Context: an optimization exercise on an open-source flow, tuned for small area, a short achievable clock period and few clock cycles per item. The choices shown serve that exercise and are no tape-out recipe. Where RTL was checked, it was by simulation tests only, not by an equivalence proof against the original. Power is estimated from default activity; no workload was simulated.

==> v29: inputs <==
## conv2d_stream
module conv2d_stream #(
    parameter int DATA_W = 8,
    parameter int COEF_W = 8,
    parameter int IMG_W  = 8,
    parameter int IMG_H  = 8,
    parameter int ACC_W  = 20,
    parameter int SHIFT  = 4,
    parameter int OUT_W  = 16
) (
    input  logic              clk,
    input  logic              in_st,
    input  logic              coef_we,
    input  logic [3:0]        coef_addr,
    input  logic [COEF_W-1:0] coef_din,
    input  logic              pix_valid,
    output logic              pix_ready,
    input  logic [DATA_W-1:0] pix_din,
    output logic [OUT_W-1:0]  dout,
    output logic              out_st,
    input  logic              out_ready,
    output logic              frame_done
);
    localparam logic [71:0] K_DEF = 72'h01_02_01_02_04_02_01_02_01;
    localparam int NQ  = 4;           
    localparam int CAP = NQ + 1;         
    localparam int NS  = 4;           
    localparam int CW  = $clog2(CAP + 1);
    localparam int QW  = (NQ > 1) ? $clog2(NQ) : 1;
    logic [2:0]   col_q, row_q;
    logic         ready_q;
    logic [CW-1:0] cnt_q, cnt_d;
    logic         accept, win, lastpix, pop;
    logic [17:0][7:0] sr_q;
    logic [8:0][7:0]  coef_q;
    logic [2:0] v_q, l_q;   
    assign pix_ready = ready_q;
    assign accept    = pix_valid && ready_q;
    assign win       = (row_q >= 3'd2) && (col_q >= 3'd2);
    assign lastpix   = (row_q == 3'd7) && (col_q == 3'd7);
    always_comb begin
        cnt_d = cnt_q;
        if (accept && win) cnt_d = cnt_d + CW'(1);
        if (pop) cnt_d = cnt_d - CW'(1);
    end
    always_ff @(posedge clk) begin
        if (in_st) begin
  ...
clock: 6.5 ns
lec_check: 0
cap_margin: 20
core_margin: 2
core_utilization: 60
cts_cluster_diameter: 100
cts_cluster_size: 24
place_density: 0.7
setup_slack_margin: 4.0
slew_margin: 20
tns_end_percent: 30
standard.sh (not shown) runs the stock make flow with config.mk's settings and CLKGATE_MAP_FILE= SYNTH_SCRIPT=/design/flow/synth_recipe.tcl, a recipe that flattens the netlist after the stock synthesis.
==> flow/flow/run.sh <==
#!/bin/bash
# Standard ORFS layout, with one netlist step between synthesis and floorplan:
# flow/polfix.py re-chooses full-adder and AND/NAND polarities to drop inverters.
set -euo pipefail
R=orfs/results/${FLOW_PLATFORM:-sky130hd}/conv2d_stream/base
bash standard.sh synth > synth.log 2>&1
cp $R/1_2_yosys.v $R/1_2_yosys.orig.v
python3 flow/polfix.py $R/1_2_yosys.orig.v $R/1_2_yosys.pf.v > polfix.log 2>&1
cp $R/1_2_yosys.pf.v $R/1_2_yosys.v
touch $R/1_2_yosys.v
bash standard.sh finish > finish.log 2>&1
grep -c polinv_ $R/1_2_yosys.v >> polfix.log || true
Other scripts of this flow, unchanged in this note and not shown: flow/flow/polfix.py
==> inputs of v12, as changes to v29 <==
--- a/flow/design.v
+++ b/flow/design.v
@@ -67,20 +67,24 @@
     logic       cw_q;
     logic [3:0] ca_q;
     logic [7:0] cd_q;
     always_ff @(posedge clk) begin
         cw_q <= coef_we && !in_st;
         ca_q <= coef_addr;
         cd_q <= coef_din;
     end
+    logic [7:0] cn1, cn2, cn4;
+    assign cn1 = in_st ? 8'd1 : cd_q;
+    assign cn2 = in_st ? 8'd2 : cd_q;
+    assign cn4 = in_st ? 8'd4 : cd_q;
     always_ff @(posedge clk) begin
         for (int i = 0; i < 9; i++) begin
-            if (in_st) coef_q[i] <= K_DEF[8*i +: 8];
-            else if (cw_q && ca_q == 4'(i)) coef_q[i] <= cd_q;
+            if (in_st || (cw_q && ca_q == 4'(i)))
+                coef_q[i] <= (K_DEF[8*i +: 8] == 8'd1) ? cn1 : (K_DEF[8*i +: 8] == 8'd2) ? cn2 : cn4;
         end
     end
     logic [8:0][7:0] wn;    
     always_comb begin
         for (int i = 0; i < 3; i++)
             for (int j = 0; j < 3; j++)
                 wn[3*i + j] = (i == 2 && j == 2) ? sr_q[0] : sr_q[8*(2 - i) + (2 - j) - 1];
     end
--- a/flow/config.mk
+++ b/flow/config.mk
@@ -8,9 +8,8 @@
 export CAP_MARGIN = 20
 export CORE_MARGIN = 2
 export CORE_UTILIZATION = 60
 export CTS_CLUSTER_DIAMETER = 100
 export CTS_CLUSTER_SIZE = 24
 export PLACE_DENSITY = 0.7
 export SETUP_SLACK_MARGIN = 4.0
 export SLEW_MARGIN = 20
-export TNS_END_PERCENT = 30
==> inputs of v13, as changes to v29 <==
--- a/flow/design.v
+++ b/flow/design.v
@@ -16,18 +16,18 @@
     output logic              pix_ready,
     input  logic [DATA_W-1:0] pix_din,
     output logic [OUT_W-1:0]  dout,
     output logic              out_st,
     input  logic              out_ready,
     output logic              frame_done
 );
     localparam logic [71:0] K_DEF = 72'h01_02_01_02_04_02_01_02_01;
-    localparam int NQ  = 4;           
-    localparam int CAP = NQ + 1;         
+    localparam int NQ  = 3;           
+    localparam int CAP = NQ + 2;         
     localparam int NS  = 4;           
     localparam int CW  = $clog2(CAP + 1);
     localparam int QW  = (NQ > 1) ? $clog2(NQ) : 1;
     logic [2:0]   col_q, row_q;
     logic         ready_q;
     logic [CW-1:0] cnt_q, cnt_d;
     logic         accept, win, lastpix, pop;
     logic [17:0][7:0] sr_q;
@@ -182,19 +182,19 @@
     logic r2_1201, r2_1202, r2_1203, r2_1204, r2_1205, r2_1206, r2_1207, r2_1208, r2_1209, r2_1210, r2_1211, r2_1212, r2_1213, r2_1214, r2_1215, r2_1216;
     logic r2_1217, r2_1218, r2_1219, r2_1220, r2_1221, r2_1222, r2_1223, r2_1224, r2_1225, r2_1226, r2_1227, r2_1228, r2_1229, r2_1230, r2_1231, r2_1232;
     logic r2_1233, r2_1234, r2_1235, r2_1236, r2_1237, r2_1238, r2_1239, r2_1240, r2_1241, r2_1242, r2_1243, r2_1244, r2_1245, r2_1246, r2_1247, r2_1248;
     logic r2_1249, r2_1250, s1251, c1252, s1253, c1254, s1255, c1256, s1257, c1258, s1259, c1260, s1261, c1262, s1263, c1264;
     logic s1265, c1266, s1267, c1268, s1269, c1270, s1271, c1272, s1273, c1274, s1275, c1276, s1277, c1278, s1279, c1280;
     logic s1281, c1282, s1283, c1284, s1285, c1286, s1287, c1288, s1289, c1290, s1291, c1292, s1293, c1294, s1295, c1296;
     logic s1297, c1298, s1299, c1300, s1301, c1302, s1303, c1304, s1305, c1306, s1307, c1308, s1309, c1310, s1311, c1312;
     logic s1313, c1314, s1315, c1316, s1317, c1318, s1319, c1320, s1321, c1322, s1323, c1324, s1325, c1326, s1327, c1328;
-    logic r3_1329, r3_1330, r3_1331, r3_1332, r3_1333, r3_1334, r3_1335, r3_1336, r3_1337, r3_1338, r3_1339, r3_1340, r3_1341, r3_1342, r3_1343, r3_1344;
-    logic r3_1345, r3_1346, r3_1347, r3_1348, r3_1349, r3_1350, r3_1351, r3_1352, r3_1353, r3_1354, r3_1355, r3_1356, r3_1357, r3_1358, r3_1359, r3_1360;
-    logic r3_1361;
+    logic nc1329, r3_1330, r3_1331, r3_1332, r3_1333, r3_1334, r3_1335, r3_1336, r3_1337, r3_1338, r3_1339, r3_1340, r3_1341, r3_1342, r3_1343, r3_1344;
+    logic r3_1345, r3_1346, r3_1347, r3_1348, r3_1349, r3_1350, r3_1351, r3_1352, r3_1353, r3_1354, r3_1355, r3_1356, r3_1357;
+    logic [4:0] lowsum;
     assign {c2, s1} = nw0[0][0] + nw1[0][0] + nw2[0][0];
     assign {c4, s3} = nw3[0][0] + nw4[0][0] + nw5[0][0];
     assign {c6, s5} = nw0[0][1] + nw0[1][0] + nw1[0][1];
     assign {c8, s7} = nw1[1][0] + nw2[0][1] + nw2[1][0];
     assign {c10, s9} = nw3[0][1] + nw3[1][0] + nw4[0][1];
     assign {c12, s11} = nw4[1][0] + nw5[0][1] + nw5[1][0];
     assign {c14, s13} = nw6[0][1] + nw6[1][0] + nw7[0][1];
     assign {c16, s15} = nw0[0][2] + nw0[1][1] + nw0[2][0];
@@ -740,16 +740,18 @@
     assign {c1318, s1317} = s1303 + r2_1233 + r2_1234;
     assign {c1320, s1319} = c1304 + c1298 + s1299;
     assign {c1322, s1321} = c1300 + s1301 + r2_1243;
     assign {c1324, s1323} = c1302 + c1280 + s1281;
     assign s1325 = ~(c1282 ^ s1283);
     assign c1326 = c1282 | s1283;
     assign s1327 = ~(c1284 ^ r2_1250);
     assign c1328 = c1284 | r2_1250;
+    assign lowsum = {1'b0, ~r2_1189, ~r2_1188, ~r2_1186, ~r2_1185} + {1'b0, ~r2_1190, 1'b0, ~r2_1187, 1'b0};
+    assign nc1329 = ~lowsum[4];
     always_ff @(posedge clk) begin
         r1_697 <= s331;
         r1_698 <= nw7[0][0];
         r1_699 <= s551;
         r1_700 <= s13;
         r1_701 <= nw7[1][0];
         r1_702 <= c552;
         r1_703 <= s553;
@@ -971,67 +973,72 @@
         r2_1243 <= s1065;
         r2_1244 <= c1182;
         r2_1245 <= s1183;
         r2_1246 <= r1_859;
         r2_1247 <= c1184;
         r2_1248 <= c1140;
         r2_1249 <= s1141;
         r2_1250 <= c1142;
-        r3_1329 <= r2_1185;
-        r3_1330 <= r2_1186;
-        r3_1331 <= r2_1187;
-        r3_1332 <= r2_1188;
-        r3_1333 <= r2_1189;
-        r3_1334 <= r2_1190;
-        r3_1335 <= s1251;
-        r3_1336 <= s1285;
-        r3_1337 <= s1305;
-        r3_1338 <= s1255;
-        r3_1339 <= c1306;
-        r3_1340 <= s1307;
-        r3_1341 <= c1308;
-        r3_1342 <= s1309;
-        r3_1343 <= c1310;
-        r3_1344 <= s1311;
-        r3_1345 <= c1312;
-        r3_1346 <= s1313;
-        r3_1347 <= c1314;
-        r3_1348 <= s1315;
-        r3_1349 <= c1316;
-        r3_1350 <= s1317;
-        r3_1351 <= c1318;
-        r3_1352 <= s1319;
-        r3_1353 <= c1320;
-        r3_1354 <= s1321;
-        r3_1355 <= c1322;
-        r3_1356 <= s1323;
-        r3_1357 <= c1324;
-        r3_1358 <= s1325;
-        r3_1359 <= c1326;
-        r3_1360 <= s1327;
-        r3_1361 <= c1328;
+    end
+    logic hold3;
+    assign hold3 = v_q[2] && (qn_q == CW'(NQ));
+    always_ff @(posedge clk) begin
+        if (!hold3) begin
+            r3_1330 <= s1251;
+            r3_1331 <= nc1329;
+            r3_1332 <= s1285;
+            r3_1333 <= s1305;
+            r3_1334 <= s1255;
+            r3_1335 <= c1306;
+            r3_1336 <= s1307;
+            r3_1337 <= c1308;
+            r3_1338 <= s1309;
+            r3_1339 <= c1310;
+            r3_1340 <= s1311;
+            r3_1341 <= c1312;
+            r3_1342 <= s1313;
+            r3_1343 <= c1314;
+            r3_1344 <= s1315;
+            r3_1345 <= c1316;
+            r3_1346 <= s1317;
+            r3_1347 <= c1318;
+            r3_1348 <= s1319;
+            r3_1349 <= c1320;
+            r3_1350 <= s1321;
+            r3_1351 <= c1322;
+            r3_1352 <= s1323;
+            r3_1353 <= c1324;
+            r3_1354 <= s1325;
+            r3_1355 <= c1326;
+            r3_1356 <= s1327;
+            r3_1357 <= c1328;
+        end
     end
     always_ff @(posedge clk) begin
         if (in_st) begin
             v_q[2:1] <= '0;
             l_q[2:1] <= '0;
         end else begin
-            v_q[2:1] <= v_q[1:0];
-            l_q[2:1] <= l_q[1:0];
+            v_q[1:1] <= v_q[0:0];
+            l_q[1:1] <= l_q[0:0];
+            if (!hold3) begin
+                v_q[2] <= v_q[1];
+                l_q[2] <= l_q[1];
+            end
         end
     end
     logic [ACC_W-1:0] na, nb, sum;
-    assign na = {1'b1, r3_1361, r3_1359, r3_1357, r3_1355, r3_1353, r3_1351, r3_1349, r3_1347, r3_1345, r3_1343, r3_1341, r3_1339, r3_1337, r3_1336, r3_1335, r3_1333, r3_1332, r3_1330, r3_1329};
-    assign nb = {1'b1, 1'b1, r3_1360, r3_1358, r3_1356, r3_1354, r3_1352, r3_1350, r3_1348, r3_1346, r3_1344, r3_1342, r3_1340, r3_1338, 1'b1, 1'b1, r3_1334, 1'b1, r3_1331, 1'b1};
+    assign na = {1'b1, r3_1357, r3_1355, r3_1353, r3_1351, r3_1349, r3_1347, r3_1345, r3_1343, r3_1341, r3_1339, r3_1337, r3_1335, r3_1333, r3_1332, r3_1330, 1'b1, 1'b1, 1'b1, 1'b1};
+    assign nb = {1'b1, 1'b1, r3_1356, r3_1354, r3_1352, r3_1350, r3_1348, r3_1346, r3_1344, r3_1342, r3_1340, r3_1338, r3_1336, r3_1334, 1'b1, r3_1331, 1'b1, 1'b1, 1'b1, 1'b1};
     assign sum = (~na) + (~nb);
     logic [OUT_W-1:0] res;
     logic             res_v, res_l;
     assign res   = sum[SHIFT +: OUT_W];    
-    assign res_v = v_q[2];
+    assign res_v = v_q[2] && !hold3;
     assign res_l = l_q[2];
     logic [OUT_W-1:0] hd_q;
     logic             hv_q, hl_q, fd_q;
     logic [NQ-1:0][OUT_W-1:0] qd_q;
     logic [NQ-1:0]    ql_q;
     logic [QW-1:0]    rp_q, wp_q;
     logic [CW-1:0]    qn_q;
     logic             head_free, load, from_q;
--- a/flow/config.mk
+++ b/flow/config.mk
@@ -8,9 +8,8 @@
 export CAP_MARGIN = 20
 export CORE_MARGIN = 2
 export CORE_UTILIZATION = 60
 export CTS_CLUSTER_DIAMETER = 100
 export CTS_CLUSTER_SIZE = 24
 export PLACE_DENSITY = 0.7
 export SETUP_SLACK_MARGIN = 4.0
 export SLEW_MARGIN = 20
-export TNS_END_PERCENT = 30
==> comparison table <==
| item | v29 | v12 | v13 |
|---|---|---|---|
| Storage element area | 0.0143 sq mm | 0.0150 sq mm | 0.0141 sq mm |
| Switching share of total power | 28.7% | 36.3% | 31.3% |
| Relative slew slack | 28.7% | 29.5% | 24.1% |
| Critical path depth | 5 | 4 | 5 |
| Count of antenna diodes in the layout | 0 | 1 | 0 |
| Cell area power density | 233 mW/mm^2 | 374 mW/mm^2 | 269 mW/mm^2 |
| Met3 track demand over resource in global routing | 5.56% | 5.10% | 4.76% |
| Post-layout instance area | 0.0350 sq mm | 0.0359 sq mm | 0.0343 sq mm |
| Result of the run | timing/DRC/antenna clean | timing/DRC/antenna clean | timing/DRC/antenna clean |
| Routability Congestion | 0.948 | 1.05 | 0.940 |
| Avg Synthesized Cell Area | 13.3 sq um | 14.2 sq um | 13.1 sq um |
| Tightest Pin Transition | 1060 ps | 1060 ps | 1140 ps |
| Initial Utilization | 60.5% | 60.8% | 60.7% |
| Peak fanout along the critical path | 6 | 9 | 6 |
| Number of clock buffer instances in the layout | 46 | 51 | 46 |
| Die Width | 234 um | 232 um | 232 um |
| Area enclosed by the die boundary | 0.0548 sq mm | 0.0540 sq mm | 0.0536 sq mm |
| Layout cells sized above 1 | 10.5% | 13.4% | 11.3% |
| Leak pwr | 0.0105 uW | 0.0126 uW | 0.0105 uW |
| Data required, critical path | 7010 ps | 6990 ps | 7000 ps |
Testbench counts of v29, summed over its fixed seeds: cycles 16,512, items 9,216.
Function not checked in v12 and v13: the RTL went through the layout flow alone.

-- static timing again, ports no longer ideal --
The results above use ideal ports. As a check the final layouts listed here were re-extracted and re-timed, cells and wires unchanged.
Step 1: set_driving_cell puts a clkbuf_16 on clk and a buf_2 on each other input, an assumption about the parent block.
Step 2, shift: input delay + t, output delay - t, t = (earliest + latest rising clock arrival at the registers) / 2. This alone moves slack from input paths to output paths.
Slacks: no drivers / after step 1 / after step 2; pairs: no drivers / after step 1.
run	shift t [ns]	slack for setup (ns)	worst setup path at the end	pins driven straight from the clock port
v29	0.681	3.921 / 3.921 / 3.441	input to register	1
v12	0.674	3.988 / 3.982 / 3.358	input to register	1
v13	0.674	3.953 / 3.953 / 3.396	input to register	1
After both steps every run listed still meets setup and hold. For v12, which loses most, drivers alone change the setup slack by -0.006 ns; drivers and shift together by -0.630 ns.
